From an optimization exercise on the open Yosys and OpenROAD flow, aimed at small area, a short achievable clock period and few clock cycles per item; shortcuts taken in it are not production practice.
In this exercise RTL edits were held to simulation tests only and were not proved equivalent to the original.
Power figures rest on the tool's default switching activity, not on a simulated workload.

// queued_sine_tone_generator_core
module queued_sine_tone_generator_core (
    input  logic                   clk,
    input  logic                   rst_n,
    input  logic                   cfg_write,
    input  logic      [15:0]       cfg_data,
    input  logic                   item_valid,
    output logic                   item_stall,
    input  logic      [47:0]       item,
    output logic                   result_valid,
    input  logic                   result_stall,
    output logic [22:0]            result
);
Size: about 6800 cells after synthesis, roughly 1300 flip-flops, ~77000 µm² of cells after synthesis.
==> flow/config.mk <==
export PLATFORM = sky130hd
export DESIGN_NAME = queued_sine_tone_generator_core
export DESIGN_NICKNAME = queued_sine_tone_generator_core
export VERILOG_FILES = /design/flow/design.v
export SDC_FILE = /design/flow/constraint.sdc
export NUM_CORES = 4
export LEC_CHECK = 0
export CAP_MARGIN = 20
export CORE_MARGIN = 2
export CORE_UTILIZATION = 55
export CTS_BUF_LIST = sky130_fd_sc_hd__clkbuf_8
export SLEW_MARGIN = 20
==> flow/constraint.sdc <==
create_clock -name core_clock -period 10.0 [get_ports {clk}]
set_input_delay 2.0000 -clock core_clock [delete_from_list [all_inputs] [get_ports {clk}]]
set_output_delay 2.0000 -clock core_clock [all_outputs]
set_load 0.01 [all_outputs]
standard.sh (not shown) runs the stock make flow with config.mk's settings and CLKGATE_MAP_FILE= SYNTH_SCRIPT=/design/flow/synth_recipe.tcl, a recipe that flattens the netlist after the stock synthesis.
==> flow/flow/run.sh <==
#!/bin/bash
set -o pipefail
{ echo "== standard.sh"; cat standard.sh; echo "== config.mk"; cat config.mk; echo "== constraint.sdc"; cat constraint.sdc; } > flow_info.log 2>&1
export SETUP_SLACK_MARGIN=5.5
bash standard.sh > standard.log 2>&1
Testbench counts at the start, summed over its fixed seeds: cycles 2,245, items 2,048.
==> next run, changes <==
--- a/flow/design.v
+++ b/flow/design.v
@@ -818,48 +818,50 @@
     logic        spec_e3;
     logic        need_e3;
     logic        st_e4;
     logic        st_e3;
     logic        st_xl;
     logic        pq_emp;
     logic        pspec;
     logic        st_pe3;
     logic        xl_go;
     logic [15:0] dx;
     logic        dx_s0;
     logic        dx_s2;
+    logic        dx_s6;
     assign st_any   = (!ebusy || cancel_d) && !bigrdy;
     assign st_ph    = st_any && phn;
     assign hd_eng   = !dm[22] && (dm != 23'd0);
     assign hd_set   = st_any && !phn && cpend && !cstep && q_ne && !rd_m && !hd_eng;
     assign st_hd    = st_any && !phn && cpend && !cstep && q_ne && !rd_m && hd_eng;
     assign st_en    = st_any && !phn && cpend && cstep && (cleft != 5'd0) && !rd_m;
     assign conv_skip = st_any && !phn && cpend && !st_hd && !st_en;
     assign st_ab    = st_any && !phn && !cpend && !abv;
     assign st_bg    = st_any && !phn && !cpend && abv && v0 && big_blk;
     assign need_e4  = v0 && (op0 == 2'd1) && q_ne && !rz && pint;
     assign spec_e3  = !prev && !q_ne && v0 && (op0 == 2'd0) && !nzero && !big0;
     assign need_e3  = !prev && q_ne && !rz;
     assign st_e4    = st_any && !phn && !cpend && abv && !st_bg && need_e4;
     assign st_e3    = st_any && !phn && !cpend && abv && !st_bg && !need_e4 && spec_e3;
     assign pq_emp   = (v0 && (op0 == 2'd2)) || (!q_ne && !(v0 && (op0 == 2'd0)));
     assign pspec    = item_valid && !item_stall && (item[47:46] == 2'd0) && !prev && !rz &&
                       !(item[15:0] < {6'd0, thr}) && !(rbig && (item[15:0] > BIG_LIMIT)) &&
                       ({1'b0, item[45:31]} < rate) && pq_emp;
     assign st_pe3   = st_any && !ebusy && !phn && !cpend && abv && !st_bg && !need_e4 && !spec_e3 && pspec;
     assign st_xl    = st_any && !phn && !cpend && abv && !st_bg && !need_e4 && need_e3 && !pspec;
     assign xl_go    = ebusy && (ejob == J_XL) && !cancel_d;
     assign dx    = xl_go ? er : (need_e4 ? r : {1'b0, f0});
     assign dx_s0 = (dx < rate);
     assign dx_s2 = ({2'b00, dx[15:2]} < rate);
+    assign dx_s6 = ({6'd0, dx[15:6]} < rate);
     always_ff @(posedge clk or negedge rst_n)
     begin
         if (!rst_n)
         begin
             ebusy <= 1'b0;
         end
         else if (st_ph || st_hd || st_en || st_ab || st_bg || st_e4 || st_e3 || st_xl || st_pe3)
         begin
             ebusy <= 1'b1;
         end
         else if (cancel || fin_e3 || fin_e4 || fin_ab || fin_ph || fin_hd || fin_en || fin_bg)
         begin
@@ -937,24 +939,30 @@
             if (dx_s0)
             begin
                 ecnt <= 5'd5;
                 er   <= dx;
                 dq   <= 32'd0;
             end
             else if (dx_s2)
             begin
                 ecnt <= 5'd6;
                 er   <= {2'b00, dx[15:2]};
                 dq   <= {dx[1:0], 30'd0};
             end
+            else if (dx_s6)
+            begin
+                ecnt <= 5'd8;
+                er   <= {6'd0, dx[15:6]};
+                dq   <= {dx[5:0], 26'd0};
+            end
             else
             begin
                 ecnt <= 5'd14;
                 er   <= 16'd0;
                 dq   <= {2'b00, dx, 14'd0};
             end
         end
         else if (mul2div)
         begin
             emul     <= 1'b0;
             ediv1000 <= 1'b1;
             ecnt     <= 5'd16;
=> Worst hold slack gets worse by 0.0074 ns. Cell count hardly moves. Setup slack loses 0.074 ns. Clock power fell by about 3%. Area after synthesis goes up by 0.42%. Synthesized cell count barely changes. Flip-flop and latch count stays the same. Die area increases by 0.42%. Sequential share of layout area stays flat. Core utilization is about the same.
Testbench counts after the change, summed over its fixed seeds: cycles 2,245, items 2,048.

[what the ideal ports hide]
The flow's constraints put no driver on any port. The routed layouts listed below were extracted and timed again, unchanged, in two steps.
Step 1 assumes that a clkbuf_16 drives the clock port and a buf_2 every other input.
Step 2 times the ports against the registers' clock, not the clock port: input delays grow and output delays shrink by t, the midpoint of the rising clock arrivals with the driver on.
a / b / c = ideal / step 1 / step 2; a / b = the first two.
run	shift t [ns]	setup slack, ns	clock arrival spread, ns	worst data-port slew with drivers (ns)
the first run	1.079	5.480 / 5.463 / 4.455	0.110 / 0.110	0.23
the second run	1.032	5.406 / 5.406 / 4.496	0.137 / 0.137	0.10
After both steps every run listed still meets setup and hold. For the first run, which loses most, drivers alone change the setup slack by -0.017 ns; drivers and shift together by -1.025 ns.
